Source: an optimization exercise on an open RTL-to-GDS flow (aim: small area and a short achievable clock period). Production flows keep margins and buffers that such runs may drop. Function was checked by simulation only, so behaviour that the tests miss may differ from the original. Power is estimated from default activity; no workload was simulated.

==> flow/design.v <==
package systolic_pkg;
   typedef enum logic [1:0] {
      IDLE  = 2'd0,
      LOAD  = 2'd1,
      RUN   = 2'd2,
      DRAIN = 2'd3
   } state_t;
   function automatic integer calc_lat(input integer rows, input integer cols);
      calc_lat = rows + cols;
   endfunction
endpackage
module sa_mac_pe (
   input  logic        clk,
   input  logic [47:0] i_sel,    
   input  logic [15:0] i_wa,     
   input  logic [15:0] i_wb,     
   input  logic [17:0] i_ws,     
   output logic [17:0] o_res
);
   logic pp1;
   logic pp2;
   logic pp3;
   logic pp4;
   logic pp5;
   logic pp6;
   logic pp7;
   logic pp8;
   logic pp9;
   logic x10;
   logic pp11;
   logic pp12;
   logic pp13;
   logic pp14;
   logic pp15;
   logic pp16;
   logic pp17;
   logic pp18;
   logic pp19;
   logic x20;
   logic pp21;
   logic pp22;
   logic pp23;
   logic pp24;
   logic pp25;
   logic pp26;
   logic pp27;
   logic pp28;
   logic pp29;
   logic x30;
   logic pp31;
   logic pp32;
   logic pp33;
   logic pp34;
   logic pp35;
   logic pp36;
   logic pp37;
   logic pp38;
   logic pp39;
   logic x40;
   logic pp41;
   logic pp42;
   logic pp43;
   logic pp44;
   logic pp45;
   logic pp46;
   logic pp47;
   logic pp48;
   logic pp49;
   logic x50;
   logic pp51;
   logic pp52;
   logic pp53;
   logic pp54;
   logic pp55;
   logic pp56;
   logic pp57;
   logic pp58;
   logic pp59;
   logic x60;
   logic pp61;
   logic pp62;
   logic pp63;
   logic pp64;
   logic pp65;
   logic pp66;
   logic pp67;
   logic pp68;
   logic pp69;
   logic x70;
   logic pp71;
   logic x72;
   logic pp73;
   logic x74;
   logic pp75;
   logic x76;
   logic pp77;
   logic x78;
   logic pp79;
   logic x80;
   logic pp81;
   logic x82;
   logic pp83;
   logic x84;
   logic pp85;
   logic x86;
   logic pp87;
   logic pp88;
   logic pp89;
   logic pp90;
   logic pp91;
   logic pp92;
   logic pp93;
   logic pp94;
   logic pp95;
   logic pp96;
   logic x97;
   logic pp98;
   logic pp99;
   logic pp100;
   logic pp101;
   logic pp102;
   logic pp103;
   logic pp104;
   logic pp105;
   logic pp106;
   logic x107;
   logic pp108;
   logic pp109;
   logic pp110;
   logic pp111;
   logic pp112;
   logic pp113;
   logic pp114;
   logic pp115;
   logic pp116;
   logic x117;
   logic pp118;
   logic pp119;
   logic pp120;
   logic pp121;
   logic pp122;
   logic pp123;
   logic pp124;
   logic pp125;
   logic pp126;
   logic x127;
   logic pp128;
   logic pp129;
   logic pp130;
   logic pp131;
   logic pp132;
   logic pp133;
   logic pp134;
   logic pp135;
   logic pp136;
   logic x137;
   logic pp138;
   logic pp139;
   logic pp140;
   logic pp141;
   logic pp142;
   logic pp143;
   logic pp144;
   logic pp145;
   logic pp146;
   logic x147;
   logic pp148;
   logic pp149;
   logic pp150;
   logic pp151;
   logic pp152;
   logic pp153;
   logic pp154;
   logic pp155;
   logic pp156;
   logic x157;
   logic pp158;
   logic x159;
   logic pp160;
   logic x161;
   logic pp162;
   logic x163;
   logic pp164;
   logic x165;
   logic pp166;
   logic x167;
   logic pp168;
   logic x169;
   logic pp170;
   logic x171;
   logic pp172;
   logic x173;
   logic pp174;
   logic s175;
   logic c176;
   logic s177;
   logic c178;
   logic s179;
   logic c180;
   logic s181;
   logic c182;
   logic s183;
   logic c184;
   logic s185;
   logic c186;
   logic s187;
   logic c188;
   logic s189;
   logic c190;
   logic s191;
   logic c192;
   logic s193;
   logic c194;
   logic s195;
   logic c196;
   logic s197;
   logic c198;
   logic s199;
   logic c200;
   logic s201;
   logic c202;
   logic s203;
   logic c204;
   logic s205;
   logic c206;
   logic s207;
   logic c208;
   logic s209;
   logic c210;
   logic s211;
   logic c212;
   logic s213;
   logic c214;
   logic s215;
   logic c216;
   logic s217;
   logic c218;
   logic s219;
   logic c220;
   logic s221;
   logic c222;
   logic s223;
   logic c224;
   logic s225;
   logic c226;
   logic s227;
   logic c228;
   logic s229;
   logic c230;
   logic s231;
   logic c232;
   logic s233;
   logic c234;
   logic s235;
   logic c236;
   logic s237;
   logic c238;
   logic s239;
   logic c240;
   logic s241;
   logic c242;
   logic s243;
   logic c244;
   logic s245;
   logic c246;
   logic s247;
   logic c248;
   logic s249;
   logic c250;
   logic s251;
   logic c252;
   logic s253;
   logic c254;
   logic s255;
   logic c256;
   logic s257;
   logic c258;
   logic s259;
   logic c260;
   logic s261;
   logic c262;
   logic s263;
   logic c264;
   logic s265;
   logic c266;
   logic s267;
   logic c268;
   logic s269;
   logic c270;
   logic s271;
   logic c272;
   logic s273;
   logic c274;
   logic s275;
   logic c276;
   logic s277;
   logic c278;
   logic s279;
   logic c280;
   logic s281;
   logic c282;
   logic s283;
   logic c284;
   logic s285;
   logic c286;
   logic s287;
   logic c288;
   logic s289;
   logic c290;
   logic s291;
   logic c292;
   logic s293;
   logic c294;
   logic s295;
   logic c296;
   logic s297;
   logic c298;
   logic s299;
   logic c300;
   logic s301;
   logic c302;
   logic s303;
   logic c304;
   logic s305;
   logic c306;
   logic s307;
   logic c308;
   logic s309;
   logic c310;
   logic s311;
   logic c312;
   logic s313;
   logic c314;
   logic s315;
   logic c316;
   logic s317;
   logic c318;
   logic s319;
   logic c320;
   logic s321;
   logic c322;
   logic s323;
   logic c324;
   logic s325;
   logic c326;
   logic s327;
   logic c328;
   logic s329;
   logic c330;
   logic s331;
   logic c332;
   logic s333;
   logic c334;
   logic s335;
   logic c336;
   logic s337;
   logic c338;
   logic s339;
   logic c340;
   logic s341;
   logic c342;
   logic s343;
   logic c344;
   logic s345;
   logic c346;
   logic s347;
   logic c348;
   logic s349;
   logic c350;
   logic s351;
   logic c352;
   logic s353;
   logic c354;
   logic s355;
   logic c356;
   logic s357;
   logic c358;
   logic s359;
   logic c360;
   logic s361;
   logic c362;
   logic s363;
   logic c364;
   logic s365;
   logic c366;
   logic s367;
   logic c368;
   logic s369;
   logic c370;
   logic s371;
   logic c372;
   logic s373;
   logic c374;
   logic s375;
   logic c376;
   logic s377;
   logic c378;
   logic s379;
   logic c380;
   logic s381;
   logic c382;
   logic s383;
   logic c384;
   logic s385;
   logic c386;
   logic s387;
   logic c388;
   logic s389;
   logic c390;
   logic s391;
   logic c392;
   logic q393;
   logic q394;
   logic q395;
   logic q396;
   logic q397;
   logic q398;
   logic q399;
   logic q400;
   logic q401;
   logic q402;
   logic q403;
   logic q404;
   logic q405;
   logic q406;
   logic q407;
   logic q408;
   logic q409;
   logic q410;
   logic q411;
   logic q412;
   logic q413;
   logic q414;
   logic q415;
   logic q416;
   logic q417;
   logic q418;
   logic q419;
   logic q420;
   logic q421;
   logic q422;
   logic q423;
   logic q424;
   logic q425;
   logic q426;
   logic q427;
   logic q428;
   logic q429;
   logic q430;
   logic q431;
   logic q432;
   logic q433;
   logic q434;
   logic q435;
   logic s436;
   logic c437;
   logic s438;
   logic c439;
   logic s440;
   logic c441;
   logic s442;
   logic c443;
   logic s444;
   logic c445;
   logic s446;
   logic c447;
   logic s448;
   logic c449;
   logic s450;
   logic c451;
   logic s452;
   logic c453;
   logic s454;
   logic c455;
   logic s456;
   logic c457;
   logic s458;
   logic c459;
   logic s460;
   logic c461;
   logic s462;
   logic c463;
   logic s464;
   logic c465;
   logic s466;
   logic c467;
   logic s468;
   logic c469;
   logic s470;
   logic c471;
   logic [17:0] w_a, w_b;
   assign pp1 = ~((i_sel[0] & i_wa[0]) | (i_sel[1] & i_wb[0]) | (i_sel[2] & i_ws[0]));
   assign pp2 = ~((i_sel[0] & i_wa[1]) | (i_sel[1] & i_wb[1]) | (i_sel[2] & i_ws[1]));
   assign pp3 = ~((i_sel[0] & i_wa[2]) | (i_sel[1] & i_wb[2]) | (i_sel[2] & i_ws[2]));
   assign pp4 = ~((i_sel[0] & i_wa[3]) | (i_sel[1] & i_wb[3]) | (i_sel[2] & i_ws[3]));
   assign pp5 = ~((i_sel[0] & i_wa[4]) | (i_sel[1] & i_wb[4]) | (i_sel[2] & i_ws[4]));
   assign pp6 = ~((i_sel[0] & i_wa[5]) | (i_sel[1] & i_wb[5]) | (i_sel[2] & i_ws[5]));
   assign pp7 = ~((i_sel[0] & i_wa[6]) | (i_sel[1] & i_wb[6]) | (i_sel[2] & i_ws[6]));
   assign pp8 = ~((i_sel[0] & i_wa[7]) | (i_sel[1] & i_wb[7]) | (i_sel[2] & i_ws[7]));
   sa_sel u_x10 (.s1(i_sel[0]), .w1(i_wa[7]), .s2(i_sel[1]), .w2(i_wb[7]), .x(x10));
   assign pp9 = (x10 | (i_sel[2] & i_ws[8]));
   assign pp11 = ~((i_sel[3] & i_wa[0]) | (i_sel[4] & i_wb[0]) | (i_sel[5] & i_ws[0]));
   assign pp12 = ~((i_sel[3] & i_wa[1]) | (i_sel[4] & i_wb[1]) | (i_sel[5] & i_ws[1]));
   assign pp13 = ~((i_sel[3] & i_wa[2]) | (i_sel[4] & i_wb[2]) | (i_sel[5] & i_ws[2]));
   assign pp14 = ~((i_sel[3] & i_wa[3]) | (i_sel[4] & i_wb[3]) | (i_sel[5] & i_ws[3]));
   assign pp15 = ~((i_sel[3] & i_wa[4]) | (i_sel[4] & i_wb[4]) | (i_sel[5] & i_ws[4]));
   assign pp16 = ~((i_sel[3] & i_wa[5]) | (i_sel[4] & i_wb[5]) | (i_sel[5] & i_ws[5]));
   assign pp17 = ~((i_sel[3] & i_wa[6]) | (i_sel[4] & i_wb[6]) | (i_sel[5] & i_ws[6]));
   assign pp18 = ~((i_sel[3] & i_wa[7]) | (i_sel[4] & i_wb[7]) | (i_sel[5] & i_ws[7]));
   sa_sel u_x20 (.s1(i_sel[3]), .w1(i_wa[7]), .s2(i_sel[4]), .w2(i_wb[7]), .x(x20));
   assign pp19 = (x20 | (i_sel[5] & i_ws[8]));
   assign pp21 = ~((i_sel[6] & i_wa[0]) | (i_sel[7] & i_wb[0]) | (i_sel[8] & i_ws[0]));
   assign pp22 = ~((i_sel[6] & i_wa[1]) | (i_sel[7] & i_wb[1]) | (i_sel[8] & i_ws[1]));
   assign pp23 = ~((i_sel[6] & i_wa[2]) | (i_sel[7] & i_wb[2]) | (i_sel[8] & i_ws[2]));
   assign pp24 = ~((i_sel[6] & i_wa[3]) | (i_sel[7] & i_wb[3]) | (i_sel[8] & i_ws[3]));
   assign pp25 = ~((i_sel[6] & i_wa[4]) | (i_sel[7] & i_wb[4]) | (i_sel[8] & i_ws[4]));
   assign pp26 = ~((i_sel[6] & i_wa[5]) | (i_sel[7] & i_wb[5]) | (i_sel[8] & i_ws[5]));
   assign pp27 = ~((i_sel[6] & i_wa[6]) | (i_sel[7] & i_wb[6]) | (i_sel[8] & i_ws[6]));
   assign pp28 = ~((i_sel[6] & i_wa[7]) | (i_sel[7] & i_wb[7]) | (i_sel[8] & i_ws[7]));
   sa_sel u_x30 (.s1(i_sel[6]), .w1(i_wa[7]), .s2(i_sel[7]), .w2(i_wb[7]), .x(x30));
   assign pp29 = (x30 | (i_sel[8] & i_ws[8]));
   assign pp31 = ~((i_sel[9] & i_wa[0]) | (i_sel[10] & i_wb[0]) | (i_sel[11] & i_ws[0]));
   assign pp32 = ~((i_sel[9] & i_wa[1]) | (i_sel[10] & i_wb[1]) | (i_sel[11] & i_ws[1]));
   assign pp33 = ~((i_sel[9] & i_wa[2]) | (i_sel[10] & i_wb[2]) | (i_sel[11] & i_ws[2]));
   assign pp34 = ~((i_sel[9] & i_wa[3]) | (i_sel[10] & i_wb[3]) | (i_sel[11] & i_ws[3]));
   assign pp35 = ~((i_sel[9] & i_wa[4]) | (i_sel[10] & i_wb[4]) | (i_sel[11] & i_ws[4]));
   assign pp36 = ~((i_sel[9] & i_wa[5]) | (i_sel[10] & i_wb[5]) | (i_sel[11] & i_ws[5]));
   assign pp37 = ~((i_sel[9] & i_wa[6]) | (i_sel[10] & i_wb[6]) | (i_sel[11] & i_ws[6]));
   assign pp38 = ~((i_sel[9] & i_wa[7]) | (i_sel[10] & i_wb[7]) | (i_sel[11] & i_ws[7]));
   sa_sel u_x40 (.s1(i_sel[9]), .w1(i_wa[7]), .s2(i_sel[10]), .w2(i_wb[7]), .x(x40));
   assign pp39 = (x40 | (i_sel[11] & i_ws[8]));
   assign pp41 = ~((i_sel[12] & i_wa[0]) | (i_sel[13] & i_wb[0]) | (i_sel[14] & i_ws[0]));
   assign pp42 = ~((i_sel[12] & i_wa[1]) | (i_sel[13] & i_wb[1]) | (i_sel[14] & i_ws[1]));
   assign pp43 = ~((i_sel[12] & i_wa[2]) | (i_sel[13] & i_wb[2]) | (i_sel[14] & i_ws[2]));
   assign pp44 = ~((i_sel[12] & i_wa[3]) | (i_sel[13] & i_wb[3]) | (i_sel[14] & i_ws[3]));
   assign pp45 = ~((i_sel[12] & i_wa[4]) | (i_sel[13] & i_wb[4]) | (i_sel[14] & i_ws[4]));
   assign pp46 = ~((i_sel[12] & i_wa[5]) | (i_sel[13] & i_wb[5]) | (i_sel[14] & i_ws[5]));
   assign pp47 = ~((i_sel[12] & i_wa[6]) | (i_sel[13] & i_wb[6]) | (i_sel[14] & i_ws[6]));
   assign pp48 = ~((i_sel[12] & i_wa[7]) | (i_sel[13] & i_wb[7]) | (i_sel[14] & i_ws[7]));
   sa_sel u_x50 (.s1(i_sel[12]), .w1(i_wa[7]), .s2(i_sel[13]), .w2(i_wb[7]), .x(x50));
   assign pp49 = (x50 | (i_sel[14] & i_ws[8]));
   assign pp51 = ~((i_sel[15] & i_wa[0]) | (i_sel[16] & i_wb[0]) | (i_sel[17] & i_ws[0]));
   assign pp52 = ~((i_sel[15] & i_wa[1]) | (i_sel[16] & i_wb[1]) | (i_sel[17] & i_ws[1]));
   assign pp53 = ~((i_sel[15] & i_wa[2]) | (i_sel[16] & i_wb[2]) | (i_sel[17] & i_ws[2]));
   assign pp54 = ~((i_sel[15] & i_wa[3]) | (i_sel[16] & i_wb[3]) | (i_sel[17] & i_ws[3]));
   assign pp55 = ~((i_sel[15] & i_wa[4]) | (i_sel[16] & i_wb[4]) | (i_sel[17] & i_ws[4]));
   assign pp56 = ~((i_sel[15] & i_wa[5]) | (i_sel[16] & i_wb[5]) | (i_sel[17] & i_ws[5]));
   assign pp57 = ~((i_sel[15] & i_wa[6]) | (i_sel[16] & i_wb[6]) | (i_sel[17] & i_ws[6]));
   assign pp58 = ~((i_sel[15] & i_wa[7]) | (i_sel[16] & i_wb[7]) | (i_sel[17] & i_ws[7]));
   sa_sel u_x60 (.s1(i_sel[15]), .w1(i_wa[7]), .s2(i_sel[16]), .w2(i_wb[7]), .x(x60));
   assign pp59 = (x60 | (i_sel[17] & i_ws[8]));
   assign pp61 = ~((i_sel[18] & i_wa[0]) | (i_sel[19] & i_wb[0]) | (i_sel[20] & i_ws[0]));
   assign pp62 = ~((i_sel[18] & i_wa[1]) | (i_sel[19] & i_wb[1]) | (i_sel[20] & i_ws[1]));
   assign pp63 = ~((i_sel[18] & i_wa[2]) | (i_sel[19] & i_wb[2]) | (i_sel[20] & i_ws[2]));
   assign pp64 = ~((i_sel[18] & i_wa[3]) | (i_sel[19] & i_wb[3]) | (i_sel[20] & i_ws[3]));
   assign pp65 = ~((i_sel[18] & i_wa[4]) | (i_sel[19] & i_wb[4]) | (i_sel[20] & i_ws[4]));
   assign pp66 = ~((i_sel[18] & i_wa[5]) | (i_sel[19] & i_wb[5]) | (i_sel[20] & i_ws[5]));
   assign pp67 = ~((i_sel[18] & i_wa[6]) | (i_sel[19] & i_wb[6]) | (i_sel[20] & i_ws[6]));
   assign pp68 = ~((i_sel[18] & i_wa[7]) | (i_sel[19] & i_wb[7]) | (i_sel[20] & i_ws[7]));
   sa_sel u_x70 (.s1(i_sel[18]), .w1(i_wa[7]), .s2(i_sel[19]), .w2(i_wb[7]), .x(x70));
   assign pp69 = (x70 | (i_sel[20] & i_ws[8]));
   sa_sel u_x72 (.s1(i_sel[21]), .w1(i_wa[0]), .s2(i_sel[22]), .w2(i_wb[0]), .x(x72));
   assign pp71 = (x72 | (i_sel[23] & i_ws[0]));
   sa_sel u_x74 (.s1(i_sel[21]), .w1(i_wa[1]), .s2(i_sel[22]), .w2(i_wb[1]), .x(x74));
   assign pp73 = (x74 | (i_sel[23] & i_ws[1]));
   sa_sel u_x76 (.s1(i_sel[21]), .w1(i_wa[2]), .s2(i_sel[22]), .w2(i_wb[2]), .x(x76));
   assign pp75 = (x76 | (i_sel[23] & i_ws[2]));
   sa_sel u_x78 (.s1(i_sel[21]), .w1(i_wa[3]), .s2(i_sel[22]), .w2(i_wb[3]), .x(x78));
   assign pp77 = (x78 | (i_sel[23] & i_ws[3]));
   sa_sel u_x80 (.s1(i_sel[21]), .w1(i_wa[4]), .s2(i_sel[22]), .w2(i_wb[4]), .x(x80));
   assign pp79 = (x80 | (i_sel[23] & i_ws[4]));
   sa_sel u_x82 (.s1(i_sel[21]), .w1(i_wa[5]), .s2(i_sel[22]), .w2(i_wb[5]), .x(x82));
   assign pp81 = (x82 | (i_sel[23] & i_ws[5]));
   sa_sel u_x84 (.s1(i_sel[21]), .w1(i_wa[6]), .s2(i_sel[22]), .w2(i_wb[6]), .x(x84));
   assign pp83 = (x84 | (i_sel[23] & i_ws[6]));
   sa_sel u_x86 (.s1(i_sel[21]), .w1(i_wa[7]), .s2(i_sel[22]), .w2(i_wb[7]), .x(x86));
   assign pp85 = (x86 | (i_sel[23] & i_ws[7]));
   assign pp87 = ~((i_sel[21] & i_wa[7]) | (i_sel[22] & i_wb[7]) | (i_sel[23] & i_ws[8]));
   assign pp88 = ~((i_sel[24] & i_wa[8]) | (i_sel[25] & i_wb[8]) | (i_sel[26] & i_ws[9]));
   assign pp89 = ~((i_sel[24] & i_wa[9]) | (i_sel[25] & i_wb[9]) | (i_sel[26] & i_ws[10]));
   assign pp90 = ~((i_sel[24] & i_wa[10]) | (i_sel[25] & i_wb[10]) | (i_sel[26] & i_ws[11]));
   assign pp91 = ~((i_sel[24] & i_wa[11]) | (i_sel[25] & i_wb[11]) | (i_sel[26] & i_ws[12]));
   assign pp92 = ~((i_sel[24] & i_wa[12]) | (i_sel[25] & i_wb[12]) | (i_sel[26] & i_ws[13]));
   assign pp93 = ~((i_sel[24] & i_wa[13]) | (i_sel[25] & i_wb[13]) | (i_sel[26] & i_ws[14]));
   assign pp94 = ~((i_sel[24] & i_wa[14]) | (i_sel[25] & i_wb[14]) | (i_sel[26] & i_ws[15]));
   assign pp95 = ~((i_sel[24] & i_wa[15]) | (i_sel[25] & i_wb[15]) | (i_sel[26] & i_ws[16]));
   sa_sel u_x97 (.s1(i_sel[24]), .w1(i_wa[15]), .s2(i_sel[25]), .w2(i_wb[15]), .x(x97));
   assign pp96 = (x97 | (i_sel[26] & i_ws[17]));
   assign pp98 = ~((i_sel[27] & i_wa[8]) | (i_sel[28] & i_wb[8]) | (i_sel[29] & i_ws[9]));
   assign pp99 = ~((i_sel[27] & i_wa[9]) | (i_sel[28] & i_wb[9]) | (i_sel[29] & i_ws[10]));
   assign pp100 = ~((i_sel[27] & i_wa[10]) | (i_sel[28] & i_wb[10]) | (i_sel[29] & i_ws[11]));
   assign pp101 = ~((i_sel[27] & i_wa[11]) | (i_sel[28] & i_wb[11]) | (i_sel[29] & i_ws[12]));
   assign pp102 = ~((i_sel[27] & i_wa[12]) | (i_sel[28] & i_wb[12]) | (i_sel[29] & i_ws[13]));
   assign pp103 = ~((i_sel[27] & i_wa[13]) | (i_sel[28] & i_wb[13]) | (i_sel[29] & i_ws[14]));
   assign pp104 = ~((i_sel[27] & i_wa[14]) | (i_sel[28] & i_wb[14]) | (i_sel[29] & i_ws[15]));
   assign pp105 = ~((i_sel[27] & i_wa[15]) | (i_sel[28] & i_wb[15]) | (i_sel[29] & i_ws[16]));
   sa_sel u_x107 (.s1(i_sel[27]), .w1(i_wa[15]), .s2(i_sel[28]), .w2(i_wb[15]), .x(x107));
   assign pp106 = (x107 | (i_sel[29] & i_ws[17]));
   assign pp108 = ~((i_sel[30] & i_wa[8]) | (i_sel[31] & i_wb[8]) | (i_sel[32] & i_ws[9]));
   assign pp109 = ~((i_sel[30] & i_wa[9]) | (i_sel[31] & i_wb[9]) | (i_sel[32] & i_ws[10]));
   assign pp110 = ~((i_sel[30] & i_wa[10]) | (i_sel[31] & i_wb[10]) | (i_sel[32] & i_ws[11]));
   assign pp111 = ~((i_sel[30] & i_wa[11]) | (i_sel[31] & i_wb[11]) | (i_sel[32] & i_ws[12]));
   assign pp112 = ~((i_sel[30] & i_wa[12]) | (i_sel[31] & i_wb[12]) | (i_sel[32] & i_ws[13]));
   assign pp113 = ~((i_sel[30] & i_wa[13]) | (i_sel[31] & i_wb[13]) | (i_sel[32] & i_ws[14]));
   assign pp114 = ~((i_sel[30] & i_wa[14]) | (i_sel[31] & i_wb[14]) | (i_sel[32] & i_ws[15]));
   assign pp115 = ~((i_sel[30] & i_wa[15]) | (i_sel[31] & i_wb[15]) | (i_sel[32] & i_ws[16]));
   sa_sel u_x117 (.s1(i_sel[30]), .w1(i_wa[15]), .s2(i_sel[31]), .w2(i_wb[15]), .x(x117));
   assign pp116 = (x117 | (i_sel[32] & i_ws[17]));
   assign pp118 = ~((i_sel[33] & i_wa[8]) | (i_sel[34] & i_wb[8]) | (i_sel[35] & i_ws[9]));
   assign pp119 = ~((i_sel[33] & i_wa[9]) | (i_sel[34] & i_wb[9]) | (i_sel[35] & i_ws[10]));
   assign pp120 = ~((i_sel[33] & i_wa[10]) | (i_sel[34] & i_wb[10]) | (i_sel[35] & i_ws[11]));
   assign pp121 = ~((i_sel[33] & i_wa[11]) | (i_sel[34] & i_wb[11]) | (i_sel[35] & i_ws[12]));
   assign pp122 = ~((i_sel[33] & i_wa[12]) | (i_sel[34] & i_wb[12]) | (i_sel[35] & i_ws[13]));
   assign pp123 = ~((i_sel[33] & i_wa[13]) | (i_sel[34] & i_wb[13]) | (i_sel[35] & i_ws[14]));
   assign pp124 = ~((i_sel[33] & i_wa[14]) | (i_sel[34] & i_wb[14]) | (i_sel[35] & i_ws[15]));
   assign pp125 = ~((i_sel[33] & i_wa[15]) | (i_sel[34] & i_wb[15]) | (i_sel[35] & i_ws[16]));
   sa_sel u_x127 (.s1(i_sel[33]), .w1(i_wa[15]), .s2(i_sel[34]), .w2(i_wb[15]), .x(x127));
   assign pp126 = (x127 | (i_sel[35] & i_ws[17]));
   assign pp128 = ~((i_sel[36] & i_wa[8]) | (i_sel[37] & i_wb[8]) | (i_sel[38] & i_ws[9]));
   assign pp129 = ~((i_sel[36] & i_wa[9]) | (i_sel[37] & i_wb[9]) | (i_sel[38] & i_ws[10]));
   assign pp130 = ~((i_sel[36] & i_wa[10]) | (i_sel[37] & i_wb[10]) | (i_sel[38] & i_ws[11]));
   assign pp131 = ~((i_sel[36] & i_wa[11]) | (i_sel[37] & i_wb[11]) | (i_sel[38] & i_ws[12]));
   assign pp132 = ~((i_sel[36] & i_wa[12]) | (i_sel[37] & i_wb[12]) | (i_sel[38] & i_ws[13]));
   assign pp133 = ~((i_sel[36] & i_wa[13]) | (i_sel[37] & i_wb[13]) | (i_sel[38] & i_ws[14]));
   assign pp134 = ~((i_sel[36] & i_wa[14]) | (i_sel[37] & i_wb[14]) | (i_sel[38] & i_ws[15]));
   assign pp135 = ~((i_sel[36] & i_wa[15]) | (i_sel[37] & i_wb[15]) | (i_sel[38] & i_ws[16]));
   sa_sel u_x137 (.s1(i_sel[36]), .w1(i_wa[15]), .s2(i_sel[37]), .w2(i_wb[15]), .x(x137));
   assign pp136 = (x137 | (i_sel[38] & i_ws[17]));
   assign pp138 = ~((i_sel[39] & i_wa[8]) | (i_sel[40] & i_wb[8]) | (i_sel[41] & i_ws[9]));
   assign pp139 = ~((i_sel[39] & i_wa[9]) | (i_sel[40] & i_wb[9]) | (i_sel[41] & i_ws[10]));
   assign pp140 = ~((i_sel[39] & i_wa[10]) | (i_sel[40] & i_wb[10]) | (i_sel[41] & i_ws[11]));
   assign pp141 = ~((i_sel[39] & i_wa[11]) | (i_sel[40] & i_wb[11]) | (i_sel[41] & i_ws[12]));
   assign pp142 = ~((i_sel[39] & i_wa[12]) | (i_sel[40] & i_wb[12]) | (i_sel[41] & i_ws[13]));
   assign pp143 = ~((i_sel[39] & i_wa[13]) | (i_sel[40] & i_wb[13]) | (i_sel[41] & i_ws[14]));
   assign pp144 = ~((i_sel[39] & i_wa[14]) | (i_sel[40] & i_wb[14]) | (i_sel[41] & i_ws[15]));
   assign pp145 = ~((i_sel[39] & i_wa[15]) | (i_sel[40] & i_wb[15]) | (i_sel[41] & i_ws[16]));
   sa_sel u_x147 (.s1(i_sel[39]), .w1(i_wa[15]), .s2(i_sel[40]), .w2(i_wb[15]), .x(x147));
   assign pp146 = (x147 | (i_sel[41] & i_ws[17]));
   assign pp148 = ~((i_sel[42] & i_wa[8]) | (i_sel[43] & i_wb[8]) | (i_sel[44] & i_ws[9]));
   assign pp149 = ~((i_sel[42] & i_wa[9]) | (i_sel[43] & i_wb[9]) | (i_sel[44] & i_ws[10]));
   assign pp150 = ~((i_sel[42] & i_wa[10]) | (i_sel[43] & i_wb[10]) | (i_sel[44] & i_ws[11]));
   assign pp151 = ~((i_sel[42] & i_wa[11]) | (i_sel[43] & i_wb[11]) | (i_sel[44] & i_ws[12]));
   assign pp152 = ~((i_sel[42] & i_wa[12]) | (i_sel[43] & i_wb[12]) | (i_sel[44] & i_ws[13]));
   assign pp153 = ~((i_sel[42] & i_wa[13]) | (i_sel[43] & i_wb[13]) | (i_sel[44] & i_ws[14]));
   assign pp154 = ~((i_sel[42] & i_wa[14]) | (i_sel[43] & i_wb[14]) | (i_sel[44] & i_ws[15]));
   assign pp155 = ~((i_sel[42] & i_wa[15]) | (i_sel[43] & i_wb[15]) | (i_sel[44] & i_ws[16]));
   sa_sel u_x157 (.s1(i_sel[42]), .w1(i_wa[15]), .s2(i_sel[43]), .w2(i_wb[15]), .x(x157));
   assign pp156 = (x157 | (i_sel[44] & i_ws[17]));
   sa_sel u_x159 (.s1(i_sel[45]), .w1(i_wa[8]), .s2(i_sel[46]), .w2(i_wb[8]), .x(x159));
   assign pp158 = (x159 | (i_sel[47] & i_ws[9]));
   sa_sel u_x161 (.s1(i_sel[45]), .w1(i_wa[9]), .s2(i_sel[46]), .w2(i_wb[9]), .x(x161));
   assign pp160 = (x161 | (i_sel[47] & i_ws[10]));
   sa_sel u_x163 (.s1(i_sel[45]), .w1(i_wa[10]), .s2(i_sel[46]), .w2(i_wb[10]), .x(x163));
   assign pp162 = (x163 | (i_sel[47] & i_ws[11]));
   sa_sel u_x165 (.s1(i_sel[45]), .w1(i_wa[11]), .s2(i_sel[46]), .w2(i_wb[11]), .x(x165));
   assign pp164 = (x165 | (i_sel[47] & i_ws[12]));
   sa_sel u_x167 (.s1(i_sel[45]), .w1(i_wa[12]), .s2(i_sel[46]), .w2(i_wb[12]), .x(x167));
   assign pp166 = (x167 | (i_sel[47] & i_ws[13]));
   sa_sel u_x169 (.s1(i_sel[45]), .w1(i_wa[13]), .s2(i_sel[46]), .w2(i_wb[13]), .x(x169));
   assign pp168 = (x169 | (i_sel[47] & i_ws[14]));
   sa_sel u_x171 (.s1(i_sel[45]), .w1(i_wa[14]), .s2(i_sel[46]), .w2(i_wb[14]), .x(x171));
   assign pp170 = (x171 | (i_sel[47] & i_ws[15]));
   sa_sel u_x173 (.s1(i_sel[45]), .w1(i_wa[15]), .s2(i_sel[46]), .w2(i_wb[15]), .x(x173));
   assign pp172 = (x173 | (i_sel[47] & i_ws[16]));
   assign pp174 = ~((i_sel[45] & i_wa[15]) | (i_sel[46] & i_wb[15]) | (i_sel[47] & i_ws[17]));
   sa_fa1 u_s175 (.a(pp1), .b(pp88), .s(s175), .co(c176));
   sa_fa u_s177 (.a(pp2), .b(pp11), .c(pp89), .s(s177), .co(c178));
   sa_fa u_s179 (.a(pp3), .b(pp12), .c(pp21), .s(s179), .co(c180));
   sa_fa u_s181 (.a(pp90), .b(pp99), .c(pp108), .s(s181), .co(c182));
   sa_fa u_s183 (.a(pp4), .b(pp13), .c(pp22), .s(s183), .co(c184));
   sa_fa u_s185 (.a(pp31), .b(pp91), .c(pp100), .s(s185), .co(c186));
   sa_fa1 u_s187 (.a(pp109), .b(pp118), .s(s187), .co(c188));
   sa_fa u_s189 (.a(pp5), .b(pp14), .c(pp23), .s(s189), .co(c190));
   sa_fa u_s191 (.a(pp32), .b(pp41), .c(pp92), .s(s191), .co(c192));
   sa_fa u_s193 (.a(pp101), .b(pp110), .c(pp119), .s(s193), .co(c194));
   sa_fa u_s195 (.a(pp6), .b(pp15), .c(pp24), .s(s195), .co(c196));
   sa_fa u_s197 (.a(pp33), .b(pp42), .c(pp51), .s(s197), .co(c198));
   sa_fa u_s199 (.a(pp93), .b(pp102), .c(pp111), .s(s199), .co(c200));
   sa_fa u_s201 (.a(pp120), .b(pp129), .c(pp138), .s(s201), .co(c202));
   sa_fa u_s203 (.a(pp7), .b(pp16), .c(pp25), .s(s203), .co(c204));
   sa_fa u_s205 (.a(pp34), .b(pp43), .c(pp52), .s(s205), .co(c206));
   sa_fa u_s207 (.a(pp61), .b(pp94), .c(pp103), .s(s207), .co(c208));
   sa_fa u_s209 (.a(pp112), .b(pp121), .c(pp130), .s(s209), .co(c210));
   sa_fa1 u_s211 (.a(pp139), .b(pp148), .s(s211), .co(c212));
   sa_fa u_s213 (.a(pp8), .b(pp17), .c(pp26), .s(s213), .co(c214));
   sa_fa u_s215 (.a(pp35), .b(pp44), .c(pp53), .s(s215), .co(c216));
   sa_fa u_s217 (.a(pp62), .b(pp71), .c(pp95), .s(s217), .co(c218));
   sa_fa u_s219 (.a(pp104), .b(pp113), .c(pp122), .s(s219), .co(c220));
   sa_fa u_s221 (.a(pp131), .b(pp140), .c(pp149), .s(s221), .co(c222));
   sa_fa u_s223 (.a(pp9), .b(pp18), .c(pp27), .s(s223), .co(c224));
   sa_fa u_s225 (.a(pp36), .b(pp45), .c(pp54), .s(s225), .co(c226));
   sa_fa u_s227 (.a(pp63), .b(pp73), .c(pp96), .s(s227), .co(c228));
   sa_fa u_s229 (.a(pp105), .b(pp114), .c(pp123), .s(s229), .co(c230));
   sa_fa u_s231 (.a(pp132), .b(pp141), .c(pp150), .s(s231), .co(c232));
   sa_fa u_s233 (.a(pp19), .b(pp28), .c(pp37), .s(s233), .co(c234));
   sa_fa u_s235 (.a(pp46), .b(pp55), .c(pp64), .s(s235), .co(c236));
   sa_fa u_s237 (.a(pp75), .b(pp106), .c(pp115), .s(s237), .co(c238));
   sa_fa u_s239 (.a(pp124), .b(pp133), .c(pp142), .s(s239), .co(c240));
   sa_fa1 u_s241 (.a(pp151), .b(pp162), .s(s241), .co(c242));
   sa_fa u_s243 (.a(pp29), .b(pp38), .c(pp47), .s(s243), .co(c244));
   sa_fa u_s245 (.a(pp56), .b(pp65), .c(pp77), .s(s245), .co(c246));
   sa_fa u_s247 (.a(pp116), .b(pp125), .c(pp134), .s(s247), .co(c248));
   sa_fa u_s249 (.a(pp143), .b(pp152), .c(pp164), .s(s249), .co(c250));
   sa_fa u_s251 (.a(pp39), .b(pp48), .c(pp57), .s(s251), .co(c252));
   sa_fa u_s253 (.a(pp66), .b(pp79), .c(pp126), .s(s253), .co(c254));
   sa_fa u_s255 (.a(pp135), .b(pp144), .c(pp153), .s(s255), .co(c256));
   sa_fa u_s257 (.a(pp49), .b(pp58), .c(pp67), .s(s257), .co(c258));
   sa_fa u_s259 (.a(pp81), .b(pp136), .c(pp145), .s(s259), .co(c260));
   sa_fa u_s261 (.a(pp59), .b(pp68), .c(pp83), .s(s261), .co(c262));
   sa_fa u_s263 (.a(pp146), .b(pp155), .c(pp170), .s(s263), .co(c264));
   sa_fa u_s265 (.a(pp69), .b(pp85), .c(pp156), .s(s265), .co(c266));
   sa_fa u_s267 (.a(pp98), .b(c176), .c(s177), .s(s267), .co(c268));
   sa_fa1 u_s269 (.a(c178), .b(s179), .s(s269), .co(c270));
   sa_fa u_s271 (.a(c180), .b(c182), .c(s183), .s(s271), .co(c272));
   sa_fa1 u_s273 (.a(pp128), .b(c184), .s(s273), .co(c274));
   sa_fa u_s275 (.a(c186), .b(c188), .c(s189), .s(s275), .co(c276));
   sa_fa1 u_s277 (.a(c190), .b(c192), .s(s277), .co(c278));
   sa_fa u_s279 (.a(c194), .b(s195), .c(s197), .s(s279), .co(c280));
   sa_fa u_s281 (.a(c196), .b(c198), .c(c200), .s(s281), .co(c282));
   sa_fa u_s283 (.a(c202), .b(s203), .c(s205), .s(s283), .co(c284));
   sa_fa u_s285 (.a(s207), .b(s209), .c(s211), .s(s285), .co(c286));
   sa_fa1 u_s287 (.a(pp158), .b(c204), .s(s287), .co(c288));
   sa_fa u_s289 (.a(c206), .b(c208), .c(c210), .s(s289), .co(c290));
   sa_fa u_s291 (.a(c212), .b(s213), .c(s215), .s(s291), .co(c292));
   sa_fa u_s293 (.a(s217), .b(s219), .c(s221), .s(s293), .co(c294));
   sa_fa u_s295 (.a(pp160), .b(c214), .c(c216), .s(s295), .co(c296));
   sa_fa u_s297 (.a(c218), .b(c220), .c(c222), .s(s297), .co(c298));
   sa_fa u_s299 (.a(s223), .b(s225), .c(s227), .s(s299), .co(c300));
   sa_fa u_s301 (.a(c224), .b(c226), .c(c228), .s(s301), .co(c302));
   sa_fa u_s303 (.a(c230), .b(c232), .c(s233), .s(s303), .co(c304));
   sa_fa u_s305 (.a(s235), .b(s237), .c(s239), .s(s305), .co(c306));
   sa_fa u_s307 (.a(c234), .b(c236), .c(c238), .s(s307), .co(c308));
   sa_fa u_s309 (.a(c240), .b(c242), .c(s243), .s(s309), .co(c310));
   sa_fa u_s311 (.a(s245), .b(s247), .c(s249), .s(s311), .co(c312));
   sa_fa u_s313 (.a(pp166), .b(c244), .c(c246), .s(s313), .co(c314));
   sa_fa u_s315 (.a(c248), .b(c250), .c(s251), .s(s315), .co(c316));
   sa_fa u_s317 (.a(pp154), .b(pp168), .c(c252), .s(s317), .co(c318));
   sa_fa u_s319 (.a(c254), .b(c256), .c(s257), .s(s319), .co(c320));
   sa_fa u_s321 (.a(c258), .b(c260), .c(s261), .s(s321), .co(c322));
   sa_fa u_s323 (.a(pp172), .b(c262), .c(c264), .s(s323), .co(c324));
   sa_fa u_s325 (.a(pp87), .b(pp174), .c(c266), .s(s325), .co(c326));
   sa_fa u_s327 (.a(s181), .b(c268), .c(s269), .s(s327), .co(c328));
   sa_fa u_s329 (.a(s185), .b(s187), .c(c270), .s(s329), .co(c330));
   sa_fa u_s331 (.a(s191), .b(s193), .c(c272), .s(s331), .co(c332));
   sa_fa u_s333 (.a(s199), .b(s201), .c(c274), .s(s333), .co(c334));
   sa_fa u_s335 (.a(c276), .b(s277), .c(s279), .s(s335), .co(c336));
   sa_fa u_s337 (.a(c278), .b(c280), .c(s281), .s(s337), .co(c338));
   sa_fa u_s339 (.a(c282), .b(c284), .c(c286), .s(s339), .co(c340));
   sa_fa u_s341 (.a(s287), .b(s289), .c(s291), .s(s341), .co(c342));
   sa_fa u_s343 (.a(s229), .b(s231), .c(c288), .s(s343), .co(c344));
   sa_fa u_s345 (.a(c290), .b(c292), .c(c294), .s(s345), .co(c346));
   sa_fa u_s347 (.a(s295), .b(s297), .c(s299), .s(s347), .co(c348));
   sa_fa u_s349 (.a(s241), .b(c296), .c(c298), .s(s349), .co(c350));
   sa_fa u_s351 (.a(c300), .b(s301), .c(s303), .s(s351), .co(c352));
   sa_fa u_s353 (.a(c302), .b(c304), .c(c306), .s(s353), .co(c354));
   sa_fa u_s355 (.a(s307), .b(s309), .c(s311), .s(s355), .co(c356));
   sa_fa u_s357 (.a(s253), .b(s255), .c(c308), .s(s357), .co(c358));
   sa_fa u_s359 (.a(c310), .b(c312), .c(s313), .s(s359), .co(c360));
   sa_fa u_s361 (.a(s259), .b(c314), .c(c316), .s(s361), .co(c362));
   sa_fa u_s363 (.a(s263), .b(c318), .c(c320), .s(s363), .co(c364));
   sa_fa u_s365 (.a(s265), .b(c322), .c(s323), .s(s365), .co(c366));
   sa_fa u_s367 (.a(s271), .b(c328), .c(s329), .s(s367), .co(c368));
   sa_fa u_s369 (.a(s273), .b(s275), .c(c330), .s(s369), .co(c370));
   sa_fa u_s371 (.a(c332), .b(s333), .c(s335), .s(s371), .co(c372));
   sa_fa u_s373 (.a(s283), .b(s285), .c(c334), .s(s373), .co(c374));
   sa_fa u_s375 (.a(s293), .b(c338), .c(s339), .s(s375), .co(c376));
   sa_fa u_s377 (.a(c340), .b(c342), .c(s343), .s(s377), .co(c378));
   sa_fa u_s379 (.a(s305), .b(c344), .c(c346), .s(s379), .co(c380));
   sa_fa u_s381 (.a(c348), .b(s349), .c(s351), .s(s381), .co(c382));
   sa_fa u_s383 (.a(c350), .b(c352), .c(s353), .s(s383), .co(c384));
   sa_fa u_s385 (.a(s315), .b(c354), .c(c356), .s(s385), .co(c386));
   sa_fa u_s387 (.a(s317), .b(s319), .c(c358), .s(s387), .co(c388));
   sa_fa u_s389 (.a(s321), .b(c362), .c(s363), .s(s389), .co(c390));
   sa_fa u_s391 (.a(c324), .b(s325), .c(c366), .s(s391), .co(c392));
   sa_ha u_s436 (.a(q402), .b(q403), .s(s436), .co(c437));
   sa_ha u_s438 (.a(q406), .b(q407), .s(s438), .co(c439));
   sa_fa u_s440 (.a(q409), .b(q410), .c(q411), .s(s440), .co(c441));
   sa_ha u_s442 (.a(q413), .b(q414), .s(s442), .co(c443));
   sa_fa u_s444 (.a(q416), .b(q417), .c(q418), .s(s444), .co(c445));
   sa_fa u_s446 (.a(q420), .b(q421), .c(q422), .s(s446), .co(c447));
   sa_fa u_s448 (.a(q424), .b(q425), .c(q426), .s(s448), .co(c449));
   sa_ha u_s450 (.a(q397), .b(q398), .s(s450), .co(c451));
   sa_ha u_s452 (.a(q400), .b(q401), .s(s452), .co(c453));
   sa_fa u_s454 (.a(q404), .b(q405), .c(s436), .s(s454), .co(c455));
   sa_fa u_s456 (.a(q408), .b(s438), .c(c437), .s(s456), .co(c457));
   sa_fa u_s458 (.a(q412), .b(s440), .c(c439), .s(s458), .co(c459));
   sa_fa u_s460 (.a(q415), .b(s442), .c(c441), .s(s460), .co(c461));
   sa_fa u_s462 (.a(q419), .b(s444), .c(c443), .s(s462), .co(c463));
   sa_fa u_s464 (.a(q423), .b(s446), .c(c445), .s(s464), .co(c465));
   sa_fa u_s466 (.a(q427), .b(s448), .c(c447), .s(s466), .co(c467));
   sa_fa u_s468 (.a(q428), .b(q429), .c(c449), .s(s468), .co(c469));
   sa_fa u_s470 (.a(q430), .b(q431), .c(q432), .s(s470), .co(c471));
   always_ff @(posedge clk) begin
      q393 <= s175;
      q394 <= s267;
      q395 <= s327;
      q396 <= s367;
      q397 <= s331;
      q398 <= c368;
      q399 <= s369;
      q400 <= c370;
      q401 <= s371;
      q402 <= c336;
      q403 <= s337;
      q404 <= c372;
      q405 <= s373;
      q406 <= s341;
      q407 <= c374;
      q408 <= s375;
      q409 <= s345;
      q410 <= s347;
      q411 <= c376;
      q412 <= s377;
      q413 <= c378;
      q414 <= s379;
      q415 <= s381;
      q416 <= s355;
      q417 <= c380;
      q418 <= c382;
      q419 <= s383;
      q420 <= s357;
      q421 <= s359;
      q422 <= c384;
      q423 <= s385;
      q424 <= c360;
      q425 <= s361;
      q426 <= c386;
      q427 <= s387;
      q428 <= c388;
      q429 <= s389;
      q430 <= c364;
      q431 <= s365;
      q432 <= c390;
      q433 <= s391;
      q434 <= c326;
      q435 <= c392;
   end
   assign w_a = {1'b1, q434, q433, s470, s468, s466, s464, s462, s460, s458, s456, s454, s452, q399, q396, q395, q394, q393};
   assign w_b = {1'b0, q435, c471, c469, c467, c465, c463, c461, c459, c457, c455, c453, c451, s450, 1'b0, 1'b0, 1'b0, 1'b0};
   always_ff @(posedge clk) o_res <= ~(w_a + w_b);
endmodule
module sa_sel (input logic s1, w1, s2, w2, output logic x);
   assign x = (s1 & w1) | (s2 & w2);
endmodule
module sa_fa (input logic a, b, c, output logic s, co);
   assign s  = a ^ b ^ c;
   assign co = (a & b) | (a & c) | (b & c);
endmodule
module sa_fa1 (input logic a, b, output logic s, co);   
   assign s  = ~(a ^ b);
   assign co = a | b;
endmodule
module sa_ha (input logic a, b, output logic s, co);
   assign s  = a ^ b;
   assign co = a & b;
endmodule
module systolic_gemm_engine #(
   parameter int ROWS = 4,
   parameter int COLS = 4,
   parameter int DW   = 8,
   parameter int AW   = 20
) (
   input  logic                 clk,
   input  logic                 rst,
   input  logic                 w_valid,
   output logic                 w_ready,
   input  logic [COLS*DW-1:0]   w_data,
   input  logic                 a_valid,
   output logic                 a_ready,
   input  logic                 a_last,
   input  logic [ROWS*DW-1:0]   a_data,
   output logic                 out_valid,
   output logic [COLS*AW-1:0]   out_data,
   output logic                 busy
);
   localparam int LAT = 8;
   localparam int NRAW = 5;    
   logic            r_w_ready;
   logic            r_a_ready;
   logic            r_busy;
   logic [2:0]      r_cnt;
   logic [LAT-1:0]  r_vld;
   logic            w_w_fire;
   logic            w_a_fire;
   assign w_w_fire = w_valid && r_w_ready;
   assign w_a_fire = a_valid && r_a_ready;
   logic            w_w_ready_nx;
   logic            w_a_ready_nx;
   logic            w_busy_nx;
   logic [2:0]      w_cnt_nx;
   always_comb begin
      w_w_ready_nx = r_w_ready;
      w_a_ready_nx = r_a_ready;
      w_busy_nx    = r_busy;
      w_cnt_nx     = r_cnt;
      if (r_w_ready) begin
         if (w_valid) begin
            w_busy_nx = 1'b1;
            w_cnt_nx  = {1'b0, r_cnt[1:0] + 2'd1};
            if (r_cnt[1:0] == 2'd3) begin
               w_w_ready_nx = 1'b0;
               w_a_ready_nx = 1'b1;
            end
         end
      end else if (r_a_ready) begin
         if (a_valid && a_last) w_a_ready_nx = 1'b0;
      end else if (r_busy) begin
         w_cnt_nx = r_cnt + 3'd1;
         if (r_cnt == 3'd7) begin
            w_w_ready_nx = 1'b1;
            w_busy_nx    = 1'b0;
         end
      end
   end
   always_ff @(posedge clk) begin
      if (rst) begin
         r_w_ready   <= 1'b1;
         r_a_ready   <= 1'b0;
         r_busy      <= 1'b0;
         r_cnt       <= '0;
      end else begin
         r_w_ready   <= w_w_ready_nx;
         r_a_ready   <= w_a_ready_nx;
         r_busy      <= w_busy_nx;
         r_cnt       <= w_cnt_nx;
      end
   end
   always_ff @(posedge clk) begin
      if (rst) r_vld <= '0;
      else     r_vld <= {r_vld[LAT-2:0], w_a_fire};
   end
   assign w_ready   = r_w_ready;
   assign a_ready   = r_a_ready;
   assign busy      = r_busy;
   assign out_valid = r_vld[LAT-1];
   logic [DW-1:0] r_w  [ROWS][COLS];
   logic [DW:0]   r_ws [ROWS/2][COLS];
   for (genvar r = 0; r < ROWS; r++) begin : g_wr
      for (genvar c = 0; c < COLS; c++) begin : g_wc
         always_ff @(posedge clk) begin
            if (w_w_fire && r_cnt[1:0] == 2'(r)) r_w[r][c] <= w_data[c*DW +: DW];
         end
      end
   end
   for (genvar p = 0; p < ROWS/2; p++) begin : g_ws
      for (genvar c = 0; c < COLS; c++) begin : g_wsc
         always_ff @(posedge clk) begin
            r_ws[p][c] <= {r_w[2*p][c][DW-1], r_w[2*p][c]} +
                          {r_w[2*p+1][c][DW-1], r_w[2*p+1][c]};
         end
      end
   end
   logic [ROWS*DW-1:0] r_a [NRAW];
   always_ff @(posedge clk) begin
      r_a[0] <= a_data;
      for (int i = 1; i < NRAW; i++) r_a[i] <= r_a[i-1];
   end
   logic [47:0] r_sel;
   always_ff @(posedge clk) begin
      for (int p = 0; p < 2; p++) begin
         for (int b = 0; b < DW; b++) begin
            r_sel[(p*8+b)*3 + 0] <=  r_a[NRAW-1][(2*p)*DW + b] & ~r_a[NRAW-1][(2*p+1)*DW + b];
            r_sel[(p*8+b)*3 + 1] <= ~r_a[NRAW-1][(2*p)*DW + b] &  r_a[NRAW-1][(2*p+1)*DW + b];
            r_sel[(p*8+b)*3 + 2] <=  r_a[NRAW-1][(2*p)*DW + b] &  r_a[NRAW-1][(2*p+1)*DW + b];
         end
      end
   end
   for (genvar c = 0; c < COLS; c++) begin : g_col
      logic [17:0] w_res;
      sa_mac_pe u_pe (
         .clk   (clk),
         .i_sel (r_sel),
         .i_wa  ({r_w[2][c], r_w[0][c]}),
         .i_wb  ({r_w[3][c], r_w[1][c]}),
         .i_ws  ({r_ws[1][c], r_ws[0][c]}),
         .o_res (w_res)
      );
      assign out_data[c*AW +: AW] = {{(AW-18){w_res[17]}}, w_res};
   end
endmodule
==> flow/run.sh <==
#!/bin/bash
# synth_recipe.tcl (not shown) runs the flow's synth.tcl, then flattens the netlist and writes it again
# the make line also repeats each setting of config.mk as NAME=value (left out here)
make -C /OpenROAD-flow-scripts/flow DESIGN_CONFIG=/design/flow/config.mk WORK_HOME=/design/flow/orfs CLKGATE_MAP_FILE= SYNTH_SCRIPT=/design/flow/synth_recipe.tcl finish
==> flow/config.mk <==
export PLATFORM = sky130hd
export DESIGN_NAME = systolic_gemm_engine
export DESIGN_NICKNAME = systolic_gemm_engine
export VERILOG_FILES = /design/flow/design.v
export SDC_FILE = /design/flow/constraint.sdc
export NUM_CORES = 4
export LEC_CHECK = 0
export CAP_MARGIN = 20
export CORE_MARGIN = 2
export CORE_UTILIZATION = 40
export CTS_CLUSTER_DIAMETER = 100
export CTS_CLUSTER_SIZE = 24
export SETUP_SLACK_MARGIN = 4.9
export SLEW_MARGIN = 20
export SYNTH_HIERARCHICAL = 1
export SYNTH_MINIMUM_KEEP_SIZE = 0
export TNS_END_PERCENT = 0
==> flow/constraint.sdc <==
create_clock -name core_clock -period 8.0 [get_ports {clk}]
set_input_delay 1.6000 -clock core_clock [delete_from_list [all_inputs] [get_ports {clk}]]
set_output_delay 1.6000 -clock core_clock [all_outputs]
set_load 0.01 [all_outputs]
==> run notes, run 1 <==
FLOORPLANNING
--------------------------------------------------------------------------------------
Die height                                                                      312 um
Core ar.                                                                   93,600 um^2
IO Pins                                                                            153
Initial standard-cell utilization of the core                                    40.4%
Width of the die                                                                312 um
Number of standard-cell rows in the floorplan                                      112
Floorplan die area                                                         97,100 um^2

DETAILED ROUTING
--------------------------------------------------------------------------------------
Wire length reported by the detailed router                                     121 mm
Routed via count                                                                28,400
First-pass DRT Iterations                                                           23
Number of remaining DRC errors                                                       0
Wirelength per Cell                                                            28.3 um
Vias per cell                                                                     6.63
DRC violation total after the first TritonRoute iteration                        7,256
Post-route ant nets                                                                  0

FINAL LAYOUT
--------------------------------------------------------------------------------------
Share of the core filled with cells                                              45.2%
Area grow syn2layout                                                             11.8%
Net count of the finished layout                                                 3,709
Fraction of final layout cells with drive strength greater than 1                7.81%

PLACEMENT
--------------------------------------------------------------------------------------
Routability cong.                                                                0.882
Port bufs                                                                          152
Placed wire-length estimate                                                    75.7 mm

GLOBAL ROUTING
--------------------------------------------------------------------------------------
Vias in the first global route                                                  30,000
Met2 GRT Util                                                                    36.4%
Overall Global Routing Usage                                                     23.8%
Gr busiest metal                                                                  met2
GRT met1 Usage                                                                   30.3%
Antenna violations before repair                                                     1
Wire length of the first global-routing pass                                    180 mm
Pin count of the biggest net entering global routing                                37
Met3 usage                                                                       7.75%
Remaining Overflow, GRT                                                              0

SETUP PATH
--------------------------------------------------------------------------------------
Slowest stage cell on the critical path                                   sky130_fd_sc_hd__fa_1
Most numerous cell on the critical path                                   sky130_fd_sc_hd__fa_1
Cell chain of the critical path                                           a222oi_1, fa_1, fa_1, fa_1, fa_1
CP Class                                                                  register to register
Biggest cell delay along the critical path                                      590 ps
Signal arrival time at the worst endpoint                                      3740 ps
Kind of end point of the critical path                                        register
CP Launch Type                                                                register
Largest fanout on the critical path                                                 36
Critical path data required time                                               8500 ps
Buffering stage count on the worst path with inverters included                      0
Delay-heaviest family, CP                                                  adder cells

CLOCKING
--------------------------------------------------------------------------------------
Max H-tree Level                                                                     2
TritonCTS Buffers                                                                   38
CTS tree                                                                          done
Clock latency of the later-clocked register in the worst-skew pair              610 ps
Number of clock sinks                                                              666
Buffer depth of the longest clock path                                               3
CTS Root Cell                                                             sky130_fd_sc_hd__clkbuf_16
Post-CTS Hold Buffers                                                                0
Clock slew seen by the registers of the worst setup and hold paths              100 ps

JOB
--------------------------------------------------------------------------------------
Max-capacitance violation count                                                      0

SYNTH
--------------------------------------------------------------------------------------
Total number of yosys warnings                                                      11
List of most frequent post-synthesis cells                                538 x sky130_fd_sc_hd__dfxtp_1, 468 x sky130_fd_sc_hd__fa_1, 456 x sky130_fd_sc_hd__a222oi_1, 197 x sky130_fd_sc_hd__clkbuf_1, 173 x sky130_fd_sc_hd__ha_1
Leading cell types by total area after synthesis                          sky130_fd_sc_hd__dfxtp_1 28%, sky130_fd_sc_hd__fa_1 25%, sky130_fd_sc_hd__a222oi_1 12%, sky130_fd_sc_hd__edfxtp_1 10%, sky130_fd_sc_hd__ha_1 5.7%
Fraction of registers with async set or reset after synthesis                       0%
Mapped Cells                                                                     2,966
Mean Syn Cell Area                                                           12.8 um^2
Post-Syn Nets                                                                    3,676
Leading area contributor after synthesis                                  sky130_fd_sc_hd__dfxtp_1
Ys flop type                                                              sky130_fd_sc_hd__dfxtp_1
Flip-flop and latch count after synthesis                                          666
Sequential share of the synthesized area                                         38.6%
Proportion of netlist area held by the largest area contributor                  28.4%
Number of enable-type register cells in the synthesized netlist                    128
Dominant cell by count in the synthesized netlist                         sky130_fd_sc_hd__dfxtp_1
Synthesized cell area                                                      37,900 um^2
Number of distinct standard cells referenced by the synthesized netlist             56

TIMING
--------------------------------------------------------------------------------------
Highest achievable clock rate                                                  308 MHz
Total Negative Setup Slacks                                                       0 ps
Setup Viol. Count Final                                                              0
Worst clock skew                                                               27.8 ps
Post-route clock period utilization                                              40.5%
Normalized max-slew margin                                                       28.8%
Worst-margin pin slew                                                          1070 ps
Hold Vio Cnt, Final                                                                  0
Max-slew violations                                                                  0
Final critical delay including setup and external delays                       3240 ps
Unrepaired setup endpoints after global routing                                    yes

POWER AND IR DROP
--------------------------------------------------------------------------------------
Power density over the cells                                               404 nW/um^2
Static leakage power                                                           16.7 nW
Maximum ir drop on the vdd rail                                               0.361 mV

RUN STATUS
--------------------------------------------------------------------------------------
Result of the run                                                         finished clean

WORST HOLD PATH
--------------------------------------------------------------------------------------
Worst min-delay path class                                                register to register

registers in the layout, summed over array words and instances, names as in the netlist, 8 cells and up:
name	flops
r_ws	72
g_col.u_pe.o_res	72
r_w	128
r_a	160
r_sel	48
r_vld	8
Yosys stat by module, one instance, submodules excluded:
module | area (um^2) | flops+latches
sa_sel | 8.76 | 0
sa_ha | 12.5 | 0
systolic_gemm_engine | 12900 | 422
sa_mac_pe | 3420 | 61
sa_fa | 20.0 | 0
sa_fa1 | 27.5 | 0
final timing paths:
check,start,to,slack (ps),cells after the start
max,r_sel[2]$_DFF_P_,g_col[3].u_pe.q401$_DFF_P_,4760,5
min,r_a[3][13]$_DFF_P_,r_a[4][13]$_DFF_P_,330,0
max reg2reg,r_sel[2]$_DFF_P_,g_col[3].u_pe.q401$_DFF_P_,4760,5
min reg2reg,r_a[3][13]$_DFF_P_,r_a[4][13]$_DFF_P_,330,0
power breakdown:
| part | internal, mW | switching [mW] |
|---|---|---|
| Sequential | 4.40 | 0.685 |
| Clock | 1.01 | 1.22 |
| Combinational | 4.45 | 5.33 |
through the flow:
step	setup WS [ps]	instance area (um^2)	std cells	power, mW	hold WS, ps
2_1_floorplan	4900	37900	2966	12.0	310
3_3_place_gp	4490	40100	4123	14.7	311
3_5_place_dp	4460	40100	4123	14.9	312
4_1_cts	4810	41900	4231	17.2	330
5_1_grt	4700	42300	4276	18.7	331
6_report	4760	42300	4277	17.1	326
worst register-to-register path, cell delays in order, from the launching register on:
cell and delay [ps]:
sky130_fd_sc_hd__dfxtp_4 540, sky130_fd_sc_hd__a222oi_1 590, sky130_fd_sc_hd__fa_1 590, sky130_fd_sc_hd__fa_1 500, sky130_fd_sc_hd__fa_1 520, sky130_fd_sc_hd__fa_1 400
cells in the final DEF, fill, tap and decap left out, types with 31 or more instances in the layout:
master,instances
sky130_fd_sc_hd__a21o_1,167
sky130_fd_sc_hd__a21oi_1,95
sky130_fd_sc_hd__a222oi_1,456
sky130_fd_sc_hd__a22o_1,120
sky130_fd_sc_hd__buf_4,80
sky130_fd_sc_hd__clkbuf_16,42
sky130_fd_sc_hd__clkdlybuf4s50_1,151
sky130_fd_sc_hd__dfxtp_1,491
sky130_fd_sc_hd__dfxtp_4,42
sky130_fd_sc_hd__edfxtp_1,128
sky130_fd_sc_hd__fa_1,462
sky130_fd_sc_hd__ha_1,173
sky130_fd_sc_hd__inv_1,172
sky130_fd_sc_hd__nand2_1,31
sky130_fd_sc_hd__nor2b_1,47
sky130_fd_sc_hd__o21ai_0,32
sky130_fd_sc_hd__xnor2_1,45
sky130_fd_sc_hd__xor2_1,34
routing by layer:
metal / wire length [um] / up-vias
li1: - / 11500
met1: 43300 / 13800
met2: 53000 / 2510
met3: 17900 / 548
met4: 6820 / 0
met5: 0 / -
logic make-up after synthesis:
group	Yosys count	share of synthesized area, %
multiplexers	12	0.334
buffers and inverters	430	4.35
AO/OA/AOI/OAI	958	21.8
XOR/XNOR	79	1.83
AND/OR/NAND/NOR	180	2.65
adder cells (fa/ha/maj)	641	30.5
flip-flops	666	38.6
layout make-up:
type	count	area [um^2]
Multi-Input combinational cell	1870	21600
Inverter	172	646
Clock inverter	12	145
Antenna cell	1	2.50
Sequential cell	666	14800
Timing Repair Buffer	251	2460
Fill cell	8509	51300
Clock buffer	51	1090
Tap cell	1254	1570
timing repair:
item	4_1_cts	5_1_grt
pin swaps	10	33
endpoints found under the setup margin	134	143
gates cloned	0	0
setup buffers	45	45
gates resized for setup	45	7
==> inputs of run 2 (changes only) <==
==> flow/flow/run.sh (new file) <==
#!/bin/bash
set -o pipefail
export BUFFER_PORTS_ARGS="-buffer_cell sky130_fd_sc_hd__buf_1"
export CTS_ARGS="-sink_clustering_enable -repair_clock_nets -sink_clustering_size 24 -sink_clustering_max_diameter 100 -dont_use_dummy_load"
bash standard.sh > standard.log 2>&1
status=$?
ls -la out > out_listing.log 2>&1
exit $status
==> flow/standard.sh (new file) <==
#!/bin/bash
# synth_recipe.tcl (not shown) runs the flow's synth.tcl, then flattens the netlist and writes it again
# the make line also repeats each setting of config.mk as NAME=value (left out here)
make -C /OpenROAD-flow-scripts/flow DESIGN_CONFIG=/design/flow/config.mk WORK_HOME=/design/flow/orfs CLKGATE_MAP_FILE= SYNTH_SCRIPT=/design/flow/synth_recipe.tcl "${@:-finish}"
removed: flow/run.sh
==> run 2 against run 1 <==
  * Flip-flop and latch count is the same
  * Wire length fell by 3.8%
  * Critical endpoint is now g_col[0].u_pe.q415$_DFF_P_
  * Critical path depth is 1 higher
  * Synthesized cell count is the same
  * First-iteration DRC count rose by 0.41%
  * Hold slack lost 22 ps
==> run notes, run 2 <==
PLACEMENT
--------------------------------------------------------------------------------------
Placed wire-length estimate                                                    74.2 mm   -2.0%
Port bufs                                                                          152   unchanged
Worst setup slack before clock tree synthesis                                  4410 ps   -47.7 ps
Routability cong.                                                                0.864   -2.1%
Cell Area, Placed                                                          39,300 um^2   -2.0%

GLOBAL ROUTING
--------------------------------------------------------------------------------------
Pin count of the biggest net entering global routing                                37   unchanged
Antenna violations before repair                                                     9   +8
Overall Global Routing Usage                                                     23.5%   -0.37 points
Remaining Overflow, GRT                                                              0   unchanged
Wire length of the first global-routing pass                                    175 mm   -2.8%

DETAILED ROUTING
--------------------------------------------------------------------------------------
DRC violation total after the first TritonRoute iteration                        7,286   +0.41%
Wirelength per Cell                                                            27.3 um   -3.7%
Wire length reported by the detailed router                                     116 mm   -3.8%
First-pass DRT Iterations                                                           17   -26%
Vias per cell                                                                     6.50   -2.0%
Number of remaining DRC errors                                                       0   unchanged

FLOORPLANNING
--------------------------------------------------------------------------------------
Die height                                                                      312 um   unchanged
IO Pins                                                                            153   unchanged
Width of the die                                                                312 um   unchanged
Number of standard-cell rows in the floorplan                                      112   unchanged

SYNTH
--------------------------------------------------------------------------------------
Fraction of registers with async set or reset after synthesis                       0%   unchanged
Post-synthesis adder-cell area fraction                                          30.5%   unchanged
Dominant cell by count in the synthesized netlist                         sky130_fd_sc_hd__dfxtp_1
Simple logic cell fraction of the synthesized area                               2.65%   unchanged
Proportion of netlist area held by the largest area contributor                  28.4%   unchanged
Post-Syn Nets                                                                    3,676   unchanged
Sequential share of the synthesized area                                         38.6%   unchanged
Number of enable-type register cells in the synthesized netlist                    128   unchanged
Flip-flop and latch count after synthesis                                          666   unchanged
Compound-gate portion of the synthesized area                                    21.8%   unchanged
Mean Syn Cell Area                                                           12.8 um^2   unchanged
Mux contribution to synthesized area                                            0.334%   unchanged
Post-Synth XOR/XNOR Area                                                         1.83%   unchanged
Number of distinct standard cells referenced by the synthesized netlist             56   unchanged

CLOCKING
--------------------------------------------------------------------------------------
CTS Root Cell                                                             sky130_fd_sc_hd__clkbuf_16
CTS tree                                                                          done
Buffer depth of the longest clock path                                               3   unchanged

JOB
--------------------------------------------------------------------------------------
Max-capacitance violation count                                                      0   unchanged

FINAL LAYOUT
--------------------------------------------------------------------------------------
Leading cell type in the layout, fill and taps excluded                   sky130_fd_sc_hd__dfxtp_1
Post-route design area                                                     41,200 um^2   -2.6%
Area grow syn2layout                                                             8.85%
Net count of the finished layout                                                 3,728   +0.51%
Most frequent cells in the layout                                         517 x sky130_fd_sc_hd__dfxtp_1, 465 x sky130_fd_sc_hd__fa_1, 456 x sky130_fd_sc_hd__a222oi_1, 173 x sky130_fd_sc_hd__ha_1, 172 x sky130_fd_sc_hd__inv_1
Fraction of final layout cells with drive strength greater than 1                6.93%   -0.88 points
Total area of multi-input combinational cells                              21,600 um^2   about the same
Reg area                                                                   14,700 um^2   -0.59%
Largest registers                                                         r_a (160), r_w (128)

TIMING
--------------------------------------------------------------------------------------
Normalized max-slew margin                                                       32.1%   +3.3 points
Total Negative Setup Slacks                                                       0 ps   unchanged
Highest achievable clock rate                                                  311 MHz   +0.85%
Max-slew violations                                                                  0   unchanged
Worst-margin pin slew                                                          1020 ps   -49.7 ps
Slack of the critical path                                                     4780 ps   +27.3 ps
Final critical delay including setup and external delays                       3220 ps   -27.3 ps
Post-route clock period utilization                                              40.2%   -0.34 points
Setup Viol. Count Final                                                              0   unchanged
Worst clock skew                                                               55.3 ps   +27.5 ps

SETUP PATH
--------------------------------------------------------------------------------------
Signal arrival time at the worst endpoint                                      3670 ps   -70 ps
CP Launch Type                                                                register
Kind of end point of the critical path                                        register
Critical path data required time                                               8450 ps   -50 ps

POWER AND IR DROP
--------------------------------------------------------------------------------------
Switching part of the total                                                      42.7%   +0.32 points
Maximum ir drop on the vdd rail                                               0.371 mV   +2.6%
Internal power component                                                       9.46 mW   -4.0%
Total design power                                                             16.5 mW   -3.5%
Power density over the cells                                               400 nW/um^2   -0.92%
Static leakage power                                                           16.3 nW   -2.6%
Share of total power in combinational logic                                      57.6%   +0.4 points
Fraction of power consumed by the clock network                                  12.1%   -0.9 points

WORST HOLD PATH
--------------------------------------------------------------------------------------
Worst hold path stage count                                                          0   unchanged

RUN STATUS
--------------------------------------------------------------------------------------
Result of the run                                                         finished clean

[run 2: kinds of logic (layout without fill, tap and decap cells)]
logic type | count (synthesis) | after routing
adders and majority gates | 641 | 641
muxes | 12 | 12
buffers and inverters | 430 | 480
and+or+nand+nor | 180 | 180
xor gates and xnor gates | 79 | 79
other | 0 | 3
AOI/OAI and AO/OA | 958 | 958
DFF | 666 | 666
[run 2: layer usage]
layer | vias up | GRT usage, % | routed length, um | share of wire [%]
met5 | - | 0.692 | 55 | 0.047
met4 | 10 | 9.76 | 4990 | 4.3
met3 | 380 | 7.32 | 16100 | 14
met2 | 2177 | 35.1 | 51300 | 44
met1 | 13700 | 31.4 | 44100 | 38
li1 | 11600 | - | - | -
[run 2: per-module statistics from Yosys (local to each module, per instance)]
module                times used  cells
systolic_gemm_engine           1    818
sa_mac_pe                      4    348
sa_fa1                        32      5
sa_fa                        456      1
sa_ha                         20      1
sa_sel                       120      1
[run 2: path summary, 6_finish.rpt]
kind | end | slack, ps | start
worst max register to register | g_col[0].u_pe.q415$_DFF_P_ | 4780 | r_sel[27]$_DFF_P_
worst min register to register | r_a[4][17]$_DFF_P_ | 300 | r_a[3][17]$_DFF_P_
worst max-delay path | g_col[0].u_pe.q415$_DFF_P_ | 4780 | r_sel[27]$_DFF_P_
worst min-delay path | r_a[4][17]$_DFF_P_ | 300 | r_a[3][17]$_DFF_P_
[run 2: worst max-delay path, stage by stage, from the launching register on]
cell	delay [ps]
sky130_fd_sc_hd__dfxtp_1	320
sky130_fd_sc_hd__buf_4	480
sky130_fd_sc_hd__a222oi_1	250
sky130_fd_sc_hd__fa_1	500
sky130_fd_sc_hd__fa_1	560
sky130_fd_sc_hd__fa_1	450
sky130_fd_sc_hd__fa_1	450
[run 2: area by class of cell]
type | count | share of cell area [%]
diodes | 3 | 0.0182
repair buffers | 268 | 4.09
clock buffers | 40 | 2.43
multi-input cells | 1870 | 52.4
inverters | 172 | 1.57
well taps | 1254 | 3.81
flip-flops and latches | 666 | 35.6
[run 2: power groups by stage]
stage | Clock (mW) | Sequential [mW] | Combinational, mW
floorplan | 0 | 4.88 | 7.13
global placement | 0 | 5.10 | 9.33
detailed placement | 0 | 5.11 | 9.48
CTS | 2.08 | 5.00 | 9.61
global route | 2.20 | 5.08 | 10.9
finish | 2.00 | 5.00 | 9.50
[run 2: what timing repair did]
item | CTS | global route
resized for setup | 33 | 8
buffers inserted | 68 | 15
endpoints found under the setup margin | 107 | 79
pin swaps | 28 | 19
[run 2: metrics by stage]
step / hold WS (ps) / utilization [%]
2_1_floorplan: 310 / -
3_3_place_gp: 310 / 42.0
3_5_place_dp: 312 / 42.0
4_1_cts: 313 / 43.8
5_1_grt: 307 / 44.0
6_report: 304 / 44.0

re-timing with driven ports:
The results above use ideal ports. As a check the final layouts listed here were re-extracted and re-timed, cells and wires unchanged.
Step 1, drivers: a clkbuf_16 drives clk and a buf_2 each remaining input, both assumed.
Step 2 moves the port delays by t, midway between the first and last clock arrival at a register: inputs arrive t later, outputs are due t later. That takes back most of the time a late clock gives input paths.
Slacks: no drivers / after step 1 / after step 2; pairs: no drivers / after step 1.
run	t (ns)	setup slack, ns	latest minus earliest clock arrival (ns)	worst register clock-pin slew, ns
run 1	0.663	4.758 / 4.758 / 4.438	0.029 / 0.030	0.10 / 0.10
run 2	0.658	4.785 / 4.785 / 4.785	0.058 / 0.059	0.10 / 0.10
After both steps every run listed still meets setup and hold. For run 1, which loses most, drivers alone change the setup slack by 0.000 ns; drivers and shift together by -0.320 ns.
